Context: an optimization exercise on an open-source flow, tuned for small area, a short achievable clock period and few clock cycles per item. The choices shown serve that exercise and are no tape-out recipe. Only simulation tests tie the RTL to the original design; equivalence was not proved.

==> flow/design.v <==
package fft_pkg;
    localparam int FFT_DW = 16;
    localparam int FFT_TW = 16;
    typedef enum logic [1:0] {LOAD, COMPUTE, UNLOAD} state_t;
    typedef struct packed {
        logic signed [15:0] re;
        logic signed [15:0] im;
    } tw_q14_t;
    function automatic tw_q14_t ifft_twiddle(input logic [1:0] t);
        tw_q14_t w;
        case (t)
            2'd0:    w = {16'sd16384, 16'sd0};
            2'd1:    w = {16'sd11585, 16'sd11585};
            2'd2:    w = {16'sd0, 16'sd16384};
            default: w = {-16'sd11585, 16'sd11585};
        endcase
        ifft_twiddle = w;
    endfunction
    function automatic logic [2:0] bitrev3(input logic [2:0] k);
        bitrev3 = {k[0], k[1], k[2]};
    endfunction
endpackage
module fft_bfly #(
    parameter int DW = 16,
    parameter int TW = 16
) (
    input  logic signed [DW-1:0] a_re,
    input  logic signed [DW-1:0] a_im,
    input  logic signed [DW-1:0] b_re,
    input  logic signed [DW-1:0] b_im,
    input  logic signed [TW-1:0] w_re,
    input  logic signed [TW-1:0] w_im,
    output logic signed [DW-1:0] x_re,
    output logic signed [DW-1:0] x_im,
    output logic signed [DW-1:0] y_re,
    output logic signed [DW-1:0] y_im
);
    localparam int PW = DW + TW + 1;
    localparam int SW = DW + 2;
    localparam logic signed [PW-1:0] RND  = PW'(1) <<< (TW - 3);
    localparam logic signed [SW-1:0] SMAX = SW'(2 ** (DW - 1) - 1);
    localparam logic signed [SW-1:0] SMIN = SW'(-(2 ** (DW - 1)));
    function automatic logic signed [DW-1:0] half_sat(input logic signed [SW-1:0] s);
        logic signed [SW-1:0] h;
        h = s >>> 1;
        if (h > SMAX)      half_sat = DW'(SMAX);
        else if (h < SMIN) half_sat = DW'(SMIN);
        else               half_sat = DW'(h);
    endfunction
    logic signed [PW-1:0] prod_re, prod_im, rnd_re, rnd_im;
    logic signed [SW-1:0] p_re, p_im;
    always_comb begin
        prod_re = PW'(b_re) * PW'(w_re) - PW'(b_im) * PW'(w_im);
        prod_im = PW'(b_re) * PW'(w_im) + PW'(b_im) * PW'(w_re);
        rnd_re  = (prod_re + RND) >>> (TW - 2);
        rnd_im  = (prod_im + RND) >>> (TW - 2);
        p_re    = SW'(rnd_re);
        p_im    = SW'(rnd_im);
        x_re    = half_sat(SW'(a_re) + p_re);
        x_im    = half_sat(SW'(a_im) + p_im);
        y_re    = half_sat(SW'(a_re) - p_re);
        y_im    = half_sat(SW'(a_im) - p_im);
    end
endmodule
module ifft8_stream #(
    parameter int DW = fft_pkg::FFT_DW,
    parameter int TW = fft_pkg::FFT_TW
) (
    input  logic                 clk,
    input  logic                 rst,
    input  logic                 in_valid,
    output logic                 in_ready,
    input  logic signed [DW-1:0] in_re,
    input  logic signed [DW-1:0] in_im,
    output logic                 out_valid,
    input  logic                 out_ready,
    output logic signed [DW-1:0] out_re,
    output logic signed [DW-1:0] out_im,
    output logic                 out_last,
    output logic                 busy
);
    localparam logic signed [15:0] KW = 16'sd11585;
    function automatic logic [15:0] hs(input logic signed [17:0] s);
        logic signed [16:0] h;
        h = s[17:1];
        if (h[16] != h[15]) hs = h[16] ? 16'h8000 : 16'h7fff;
        else                hs = h[15:0];
    endfunction
    logic [31:0] inq;
    logic        v_q, in_ready_q, busy_q;
    logic [31:0] d0, d1, d2, d3;       
    logic [2:0]  fp;                   
    logic [2:0]  r;                    
    logic [31:0] p0;
    logic        pv0;
    logic [31:0] e0, e1;
    logic        te0, te1;
    logic [2:0]  pos1;
    logic [31:0] p1;
    logic        pv1;
    logic [2:0]         posP;
    logic signed [16:0] pu, pv;
    logic               pmul, pt3, pP;
    logic signed [16:0] mu, mv;
    logic               pM;
    logic [31:0] g;
    logic        tg;
    logic [2:0]  pos2;
    logic [31:0] sr0, sr1, sr2;
    logic        sv0, sv1, sv2, sl0, sl1, sl2;
    logic [2:0]  pos3;
    logic [32:0] oreg, skid;
    logic        ovalid, skid_valid;
    logic fill, step, consume, drain;
    assign fill    = ~fp[2];
    assign step    = ~skid_valid & (fill | v_q);
    assign consume = step & v_q;
    assign drain   = step & ~v_q & fill & (r != 3'd0);
    logic signed [17:0] s0_ar, s0_ai, s0_br, s0_bi;
    logic [31:0] s0x, s0y;
    always_comb begin
        s0_ar = {{2{d3[31]}}, d3[31:16]};
        s0_ai = {{2{d3[15]}}, d3[15:0]};
        s0_br = {{2{inq[31]}}, inq[31:16]};
        s0_bi = {{2{inq[15]}}, inq[15:0]};
        s0x = {hs(s0_ar + s0_br), hs(s0_ai + s0_bi)};
        s0y = {hs(s0_ar - s0_br), hs(s0_ai - s0_bi)};
    end
    logic bf1, rot;
    logic signed [17:0] s1_ar, s1_ai, s1_br, s1_bi, s1_sr, s1_dr;
    logic [31:0] s1x, s1y;
    always_comb begin
        bf1   = pos1[1];
        rot   = pos1[2];
        s1_ar = {{2{e1[31]}}, e1[31:16]};
        s1_ai = {{2{e1[15]}}, e1[15:0]};
        s1_br = rot ? {{2{p0[15]}}, p0[15:0]} : {{2{p0[31]}}, p0[31:16]};
        s1_bi = rot ? {{2{p0[31]}}, p0[31:16]} : {{2{p0[15]}}, p0[15:0]};
        s1_sr = s1_ar + s1_br;
        s1_dr = s1_ar - s1_br;
        s1x = {hs(rot ? s1_dr : s1_sr), hs(s1_ai + s1_bi)};
        s1y = {hs(rot ? s1_sr : s1_dr), hs(s1_ai - s1_bi)};
    end
    logic signed [16:0] p_re, p_im, nu, nv;
    logic n_mul, n_t3;
    always_comb begin
        p_re = {p1[31], p1[31:16]};
        p_im = {p1[15], p1[15:0]};
        n_mul = posP[0] & posP[2];            
        n_t3  = posP[0] & posP[2] & posP[1];
        if (n_mul) begin
            nu = n_t3 ? p_re + p_im : p_re - p_im;
            nv = n_t3 ? p_re - p_im : p_re + p_im;
        end else if (posP[0] & posP[1]) begin  
            nu = p_im;
            nv = p_re;
        end else begin
            nu = p_re;
            nv = p_im;
        end
    end
    logic signed [31:0] mpu, mpv, xu, xv;
    logic signed [16:0] nmu, nmv;
    always_comb begin
        xu  = {{15{pu[16]}}, pu};
        xv  = {{15{pv[16]}}, pv};
        mpu = xu * 32'sd11585 + (pt3 ? 32'sd8191 : 32'sd8192);
        mpv = xv * 32'sd11585 + 32'sd8192;
        nmu = pmul ? 17'(mpu >>> 14) : pu;
        nmv = pmul ? 17'(mpv >>> 14) : pv;
    end
    logic swp;
    logic signed [17:0] s2_ar, s2_ai, s2_br, s2_bi, s2_sr, s2_dr;
    logic [31:0] s2x, s2y, w2;
    logic        wv2;
    always_comb begin
        swp   = pos2[1];
        s2_ar = {{2{g[31]}}, g[31:16]};
        s2_ai = {{2{g[15]}}, g[15:0]};
        s2_br = {mu[16], mu};
        s2_bi = {mv[16], mv};
        s2_sr = s2_ar + s2_br;
        s2_dr = s2_ar - s2_br;
        s2x = {hs(swp ? s2_dr : s2_sr), hs(s2_ai + s2_bi)};
        s2y = {hs(swp ? s2_sr : s2_dr), hs(s2_ai - s2_bi)};
        w2  = pos2[0] ? s2x : g;
        wv2 = pos2[0] ? pM : tg;
    end
    logic        direct;
    logic [31:0] ow, tw;
    logic        ov, ol, tv, tl, push;
    always_comb begin
        direct = wv2 & ((pos3 == 3'd4) | (pos3 == 3'd6));
        ow = direct ? w2 : sr2;
        ov = direct ? 1'b1 : sv2;
        ol = direct ? 1'b0 : sl2;
        tw = direct ? sr2 : w2;
        tv = direct ? sv2 : wv2;
        tl = direct ? sl2 : (wv2 & (pos3 == 3'd7));
        push = step & ov;
    end
    logic take_ok, accept, v_q_d, skid_valid_d, in_ready_d;
    always_comb begin
        take_ok      = ~ovalid | out_ready;
        accept       = in_valid & in_ready_q;
        v_q_d        = accept | (v_q & ~consume);
        skid_valid_d = take_ok ? 1'b0 : (skid_valid | push);
        in_ready_d   = ~(v_q_d & skid_valid_d);
    end
    always_ff @(posedge clk) begin
        if (accept) inq <= {in_re, in_im};
        if (consume) begin
            d3 <= d2; d2 <= d1; d1 <= d0;
            d0 <= fill ? inq : s0y;
        end else if (drain) begin
            if (r >= 3'd2) d3 <= d2;
            if (r >= 3'd3) d2 <= d1;
            if (r >= 3'd4) d1 <= d0;
        end
        if (step) begin
            p0  <= fill ? d3 : s0x;
            e1  <= e0;
            e0  <= bf1 ? s1y : p0;
            p1  <= bf1 ? s1x : e1;
            pu  <= nu;
            pv  <= nv;
            pmul <= n_mul;
            pt3 <= n_t3;
            mu  <= nmu;
            mv  <= nmv;
            g   <= pos2[0] ? s2y : {mu[15:0], mv[15:0]};
            sr2 <= sr1; sr1 <= sr0; sr0 <= tw;
        end
        if (take_ok) oreg <= skid_valid ? skid : {ol, ow};
        else if (push) skid <= {ol, ow};
    end
    always_ff @(posedge clk or posedge rst) begin
        if (rst) begin
            v_q <= 1'b0; in_ready_q <= 1'b1; busy_q <= 1'b0;
            fp <= '0; r <= '0; pv0 <= 1'b0;
            te0 <= 1'b0; te1 <= 1'b0; pos1 <= '0; pv1 <= 1'b0;
            posP <= '0; pP <= 1'b0; pM <= 1'b0;
            tg <= 1'b0; pos2 <= '0;
            sv0 <= 1'b0; sv1 <= 1'b0; sv2 <= 1'b0;
            sl0 <= 1'b0; sl1 <= 1'b0; sl2 <= 1'b0;
            pos3 <= '0;
            ovalid <= 1'b0; skid_valid <= 1'b0;
        end else begin
            v_q        <= v_q_d;
            in_ready_q <= in_ready_d;
            busy_q     <= ~in_ready_d;
            skid_valid <= skid_valid_d;
            if (take_ok) ovalid <= skid_valid | push;
            if (consume) begin
                fp <= fp + 3'd1;
                if (fp == 3'd7)          r <= 3'd4;
                else if (r != 3'd0)      r <= r - 3'd1;
            end else if (drain) begin
                r <= r - 3'd1;
            end
            if (step) begin
                pv0  <= fill ? (r != 3'd0) : 1'b1;
                te1  <= te0;
                te0  <= pv0;
                pv1  <= bf1 ? pv0 : te1;
                if (pv0) pos1 <= pos1 + 3'd1;
                pP   <= pv1;
                if (pv1) posP <= posP + 3'd1;
                pM   <= pP;
                tg   <= pM;
                if (pM) pos2 <= pos2 + 3'd1;
                sv2 <= sv1; sv1 <= sv0; sv0 <= tv;
                sl2 <= sl1; sl1 <= sl0; sl0 <= tl;
                if (wv2) pos3 <= pos3 + 3'd1;
            end
        end
    end
    assign in_ready  = in_ready_q;
    assign busy      = busy_q;
    assign out_valid = ovalid;
    assign out_last  = oreg[32];
    assign out_re    = oreg[31:16];
    assign out_im    = oreg[15:0];
endmodule
==> flow/run.sh <==
#!/bin/bash
# synth_recipe.tcl (not shown) runs the flow's synth.tcl, then flattens the netlist and writes it again
# the make line also repeats each setting of config.mk as NAME=value (left out here)
make -C /OpenROAD-flow-scripts/flow DESIGN_CONFIG=/design/flow/config.mk WORK_HOME=/design/flow/orfs CLKGATE_MAP_FILE= SYNTH_SCRIPT=/design/flow/synth_recipe.tcl finish
==> flow/config.mk <==
export PLATFORM = sky130hd
export DESIGN_NAME = ifft8_stream
export DESIGN_NICKNAME = ifft8_stream
export VERILOG_FILES = /design/flow/design.v
export SDC_FILE = /design/flow/constraint.sdc
export NUM_CORES = 4
export LEC_CHECK = 0
export CAP_MARGIN = 20
export CORE_MARGIN = 2
export CORE_UTILIZATION = 40
export SLEW_MARGIN = 20
==> flow/constraint.sdc <==
create_clock -name core_clock -period 14.0 [get_ports {clk}]
set_input_delay 2.8000 -clock core_clock [delete_from_list [all_inputs] [get_ports {clk}]]
set_output_delay 2.8000 -clock core_clock [all_outputs]
set_load 0.01 [all_outputs]
==> metrics.yaml, run 1 <==
postCtsSetupRepairBufs: 0
place.gp.congestion: 0.869
gr-total-overflow: 0
slew_violations: 0
nets: 4659
min-delay-path-class: "reg2reg"
crit_path_start_kind: "flop"
max_clock_freq_mhz: 153
cp.arrival_ps: 6880
top_layer_used: "met4"
path_clk_slew_ps: 70
max_slew_margin_pct: 27.3
wl_per_cell_um: 17.5
syn_area_per_cell_um2: 10.7
cap_violations: 0
drc: 0
dr.pass1.iters: 6
die_y_um: 331
status: "complete, no violations"
dr.first_iter.drc_count: 1858
die_area_um2: 109000
cts_tree: "yes"
postCtsHoldBufs: 0
crit_top_cell: "fa_1"
htree_levels: 2
routed-via-count: 28600
seqCellArea_um2: 17500
route.met2.wl_um: 44800
antenna_found_initial: 0
synth-seq-cells: 587
finClkSkew_ps: 20.6
routed_wl_um: 94700
multi_input_area_um2: 22900
cts_root_buf: "clkbuf_16"
syn_nets: 4670
ios: 72
clk_path_buf_depth: 3
final_layout_size_suffix_gt1_share_pct: 6.81
cts_resized: 0
path_class: "reg2reg"
wl_met1_um: 44000
layout_commonest_cell: "edfxtp_1"
yosysSeqAreaShare_pct: 40.9
min_period_ps: 6530
final_cell_mix: "edfxtp_1, ha_1, inv_1"
grt_pass1_vias: 28500
fin_crit_sh_pct: 46.7
report.final.setup_viol: 0
coreArea_um2: 106000
async_reset_ff_share_pct: 5.96
wl_met3_um: 3450
cts_buffers: 59
slowest_delay_ps: 530
path_cells: "ha_1 > fa_1 > inv_1 > fa_1 > inv_1 > fa_1 > inv_1 > fa_1 > inv_1 > fa_1 > ha_1 > and3_1 > a21oi_1 > o211ai_2 > o31a_1 > a41o_1 > a221o_1 > a221o_1 > a21oi_1 > xor2_1 > mux2i_1"
vias_per_cell: 5.27
syn_area_um2: 42600
die_x_um: 331
area_growth_pct: 9.35
num-fill-cells: 9867
postRouteAntennaNets: 0
grt_first_pass_wirelength_um: 153000
netlist-cell-type-count: 95
detailed_place_hpwl_um: 70200
clk_latency_ps: 640
crit_path_end_kind: "flop"
grt_max_degree: 129
slowest_stage: "fa_1"
synth_edf_count: 552
rsz0062_at_grt: "false"
grt.total_usage_pct: 17.3
top_regs: "oreg: 33 flops, skid: 33 flops"
synth_warnings: 1
portBuffers: 71
antenna_cells: 0
path_max_fanout: 6
rows: 119
tightest_slew_ps: 1090
required_ps: 14350
setup_tns_ps: 0
synth_cells: 3986
initial_utilization_pct: 40.4
ys.flop_type: "edfxtp_1"
clock_sinks: 587
hold_viol: 0
-- metrics by stage --
| step | util (%) | area (um2) | setup slack [ps] | hold WS (ps) | instances |
|---|---|---|---|---|---|
| after floorplan | - | 42600 | 2700 | 400 | 3986 |
| final | 44.2 | 46600 | 7470 | 413 | 5414 |
| after global placement | 42.3 | 44700 | 7510 | 401 | 5305 |
| after global routing | 44.2 | 46600 | 7090 | 424 | 5414 |
| after CTS | 44.2 | 46600 | 7460 | 404 | 5414 |
| after detailed placement | 42.3 | 44700 | 7480 | 405 | 5305 |
-- Yosys cell counts (all sizes together) (22+ instances only) --
library cell	number	area [um2]
edfxtp	552	16600
ha	500	6260
inv	447	1680
nor2	298	1120
a21oi	263	1320
nand2	225	845
o21ai	209	1050
xnor2	173	1520
fa	148	2960
clkbuf	135	507
mux2i	95	951
mux2	94	1060
nor3	65	325
xor2	46	403
a21o	45	338
nand3	44	220
o21bai	38	285
a31oi	37	231
buf	36	173
dfrtp	34	851
nor2b	33	206
a211oi	32	255
o31ai	32	259
and3	30	188
nand2b	29	181
o22ai	23	150
o211ai	22	180
-- cells by family (layout without fill, tap and decap cells) --
family / Yosys count / in the layout / share of synthesized area, %
muxes: 190 / 190 / 4.77
buffers and inverters: 620 / 657 / 5.55
adders and majority gates: 648 / 648 / 21.6
xor gates and xnor gates: 219 / 219 / 4.50
AOI/OAI and AO/OA: 907 / 907 / 14.0
and+or+nand+nor: 815 / 815 / 8.67
DFF: 587 / 587 / 40.9
-- final timing paths --
| kind | from | end | slack [ps] | cells after the start |
|---|---|---|---|---|
| min in group asynchronous | rst | pos1[2] | 2720 | 2 |
| worst max-delay path | pv[4] | mv[15] | 7470 | 21 |
| max in group asynchronous | rst | fp[2] | 10640 | 2 |
| worst max register to register | pv[4] | mv[15] | 7470 | 21 |
| worst min register to register | d2[4] | d3[4] | 410 | 0 |
| worst min-delay path | d2[4] | d3[4] | 410 | 0 |
-- critical path: cells and delay by family (launching register included) --
kind | cells | cell delay [ps]
fa+ha+maj | 7 | 3200
compound gates | 7 | 1890
flops | 1 | 500
buf+inv | 4 | 210
simple gates | 1 | 190
xor+xnor | 1 | 150
mux | 1 | 90
-- area by class of cell --
type | count | share of cell area (%)
well taps | 1391 | 3.73
clock buffers | 70 | 3.30
clock inverters | 39 | 0.813
inverters | 449 | 3.63
repair buffers | 99 | 1.98
multi-input cells | 2779 | 49.1
flip-flops and latches | 587 | 37.5
-- routing by layer --
layer  up-vias  global-route usage [%]
met1     13800                    23.5
met2       486                    29.2
met3       124                    2.14
met5         -                       0
met4         0                    4.64
li1      14200                       -
Testbench counts, summed over its fixed seeds: cycles 4,224, frames 512.
==> run 2, diff against run 1 <==
--- a/flow/config.mk
+++ b/flow/config.mk
@@ -7,2 +7,3 @@
 export LEC_CHECK = 0
+export ABC_CLOCK_PERIOD_IN_PS = 3500
 export CAP_MARGIN = 20
==> run 2 against run 1 <==
Against the previous run:
- final cell count unchanged
- maximum frequency unchanged
- clock skew stayed put
- still clean on timing, DRC and antenna
- non-clock buffer count unchanged
- core utilization is the same
- critical endpoint unchanged
==> metrics.yaml, run 2 <==
report.final.setup_viol: 0  # unchanged
crit_top_cell: "fa_1"  # unchanged
path_max_fanout: 6  # unchanged
routed_wl_um: 94700  # unchanged
routed-via-count: 28600  # unchanged
reg2reg_to: "mv[15]"  # unchanged
antenna_found_initial: 0  # unchanged
crit_path_end_kind: "flop"  # unchanged
rsz0062_at_grt: "false"  # unchanged
slowest_delay_ps: 530  # about the same
min_period_ps: 6530  # unchanged
synth_top_area_share_pct: 38.9  # unchanged
reg2reg_slack_ps: 7470  # about the same
crit_path_start_kind: "flop"  # unchanged
postRouteAntennaNets: 0  # unchanged
yosysSeqAreaShare_pct: 40.9  # unchanged
vias_per_cell: 5.27  # unchanged
worst_r2r_path_depth: 21  # unchanged
gr-total-overflow: 0  # unchanged
rr_startpoint: "pv[4]"  # unchanged
ios: 72  # unchanged
hp-start: "d2[4]"  # unchanged
dr.pass1.iters: 6  # unchanged
htree_levels: 2  # unchanged
grt_first_pass_wirelength_um: 153000  # unchanged
path_class: "reg2reg"  # unchanged
max_clock_freq_mhz: 153  # unchanged
required_ps: 14350  # about the same
num-fill-cells: 9867  # unchanged
coreArea_um2: 106000  # unchanged
synth_common_cells: "edfxtp_1, ha_1, inv_1"  # unchanged
top_regs: "oreg: 33 flops, skid: 33 flops"  # unchanged
cp.arrival_ps: 6880  # about the same
min_to: "d3[4]"  # unchanged
place.gp.congestion: 0.869  # unchanged
synth-seq-cells: 587  # unchanged
clk_latency_ps: 640  # about the same
netlist-cell-type-count: 95  # unchanged
cp_top_family: "adder cells"  # unchanged
nets: 4659  # unchanged
hold_depth: 0  # unchanged
setup_tns_ps: 0  # unchanged
detailed_place_hpwl_um: 70200  # unchanged
final_cell_mix: "edfxtp_1, ha_1, inv_1"  # unchanged
synth_cells: 3986  # unchanged
status: "complete, no violations"  # unchanged
cts_buffers: 59  # unchanged
min-delay-path-class: "reg2reg"  # unchanged
path_clk_slew_ps: 70  # about the same
fin_cells: 5414  # unchanged
hold_viol: 0  # unchanged
layout_commonest_cell: "edfxtp_1"  # unchanged
path_cells: "ha_1 > fa_1 > inv_1 > fa_1 > inv_1 > fa_1 > inv_1 > fa_1 > inv_1 > fa_1 > ha_1 > and3_1 > a21oi_1 > o211ai_2 > o31a_1 > a41o_1 > a221o_1 > a221o_1 > a21oi_1 > xor2_1 > mux2i_1"  # unchanged
finClkSkew_ps: 20.6  # unchanged
fin_hold_ws_ps: 413  # unchanged
die_y_um: 331  # unchanged
antenna_cells: 0  # unchanged
syn_nets: 4670  # unchanged
ys.flop_type: "edfxtp_1"  # unchanged
rows: 119  # unchanged
tightest_slew_ps: 1090  # unchanged
portBuffers: 71  # unchanged
grt.total_usage_pct: 17.3  # unchanged
syn_area_per_cell_um2: 10.7  # unchanged
critical_path_buf_inv_count: 4  # unchanged
synthTopCellsByArea: "edfxtp_1, ha_1, fa_1, inv_1, xnor2_1"  # unchanged
cap_violations: 0  # unchanged
dr.first_iter.drc_count: 1858  # unchanged
postCtsSetupRepairBufs: 0  # unchanged
grt_pass1_vias: 28500  # unchanged
max_slew_margin_pct: 27.3  # unchanged
die_area_um2: 109000  # unchanged
synth.most_common_cell: "edfxtp_1"  # unchanged
postCtsHoldBufs: 0  # unchanged
fin_crit_sh_pct: 46.7  # unchanged
drc: 0  # unchanged
slew_violations: 0  # unchanged
grt_max_degree: 129  # unchanged
synth_warnings: 1  # unchanged
clk_path_buf_depth: 3  # unchanged
cts_root_buf: "clkbuf_16"  # unchanged
wl_per_cell_um: 17.5  # unchanged
initial_utilization_pct: 40.4  # unchanged
cts_tree: "yes"  # unchanged
yosys.area.top_type: "edfxtp_1"  # unchanged
final_layout_size_suffix_gt1_share_pct: 6.81  # unchanged
cts_resized: 0  # unchanged
multi_input_area_um2: 22900  # unchanged
slowest_stage: "fa_1"  # unchanged
dpl.cell_count: 5305  # unchanged
seqCellArea_um2: 17500  # unchanged
async_reset_ff_share_pct: 5.96  # unchanged
clock_sinks: 587  # unchanged
die_x_um: 331  # unchanged
syn_area_um2: 42600  # unchanged
area_growth_pct: 9.35  # unchanged
synth_edf_count: 552  # unchanged
==> run 2: cell counts after synthesis <==
Identical to the previous run, type by type.
==> run 2: worst max path at each step <==
stage	cells past startpoint	from	slack [ps]	end
after floorplan	7	fp[2]	2700	pos2[0]
after global placement	21	pv[3]	7510	mv[15]
after detailed placement	21	pv[4]	7480	mv[15]
after CTS	21	pv[4]	7460	mv[15]
after global routing	21	pv[4]	7090	mv[15]
final	21	pv[4]	7470	mv[15]
==> run 2: layout make-up <==
class                           instances  share of cell area, %
Multi-Input combinational cell       2779                   49.1
Sequential cell                       587                   37.5
Tap cell                             1391                   3.73
Inverter                              449                   3.63
Clock buffer                           70                   3.30
Timing Repair Buffer                   99                   1.98
Clock inverter                         39                  0.813
==> run 2: cells by family (layout without fill, tap and decap cells) <==
kind of cell | Yosys count | in the layout | synth area share [%]
buffers and inverters | 620 | 657 | 5.55
XOR/XNOR | 219 | 219 | 4.50
AND/OR/NAND/NOR | 815 | 815 | 8.67
multiplexers | 190 | 190 | 4.77
flip-flops | 587 | 587 | 40.9
AO/OA/AOI/OAI | 907 | 907 | 14.0
adder cells (fa/ha/maj) | 648 | 648 | 21.6
==> run 2: stage by stage <==
stage / utilization [%] / worst slack, ps / cell area [um2]
global route: 44.2 / 7090 / 46600
detailed placement: 42.3 / 7480 / 44700
finish: 44.2 / 7470 / 46600
global placement: 42.3 / 7510 / 44700
floorplan: - / 2700 / 42600
CTS: 44.2 / 7460 / 46600
==> run 2: layer usage <==
metal | wire (um) | share of wire (%) | vias to the layer above | global-route usage, %
li1 | - | - | 14200 | -
met1 | 44000 | 46 | 13800 | 23.5
met2 | 44800 | 47 | 486 | 29.2
met3 | 3450 | 3.6 | 124 | 2.14
met4 | 2490 | 2.6 | 0 | 4.64
met5 | 0 | 0 | - | 0

-- afterwards: timing with drivers on the ports --
In the flow no input, the clock included, has a driving cell. The finished layouts below were timed again as built, in two steps. Step 1: set_driving_cell puts a clkbuf_16 on clk and a buf_2 on each other input, an assumption about the parent block. Step 2 also shifts input and output timing later by t, the mid clock arrival at the registers, as if the neighbouring blocks saw the same clock. a / b / c = ideal / step 1 / step 2; a / b = the first two.
| run | t, ns | slack for setup (ns) | slew at the worst register clock pin (ns) |
|---|---|---|---|
| run 1 | 0.692 | 7.469 / 7.469 / 7.469 | 0.07 / 0.07 |
| run 2 | 0.692 | 7.469 / 7.469 / 7.469 | 0.07 / 0.07 |
After both steps setup and hold are still met in every run listed.
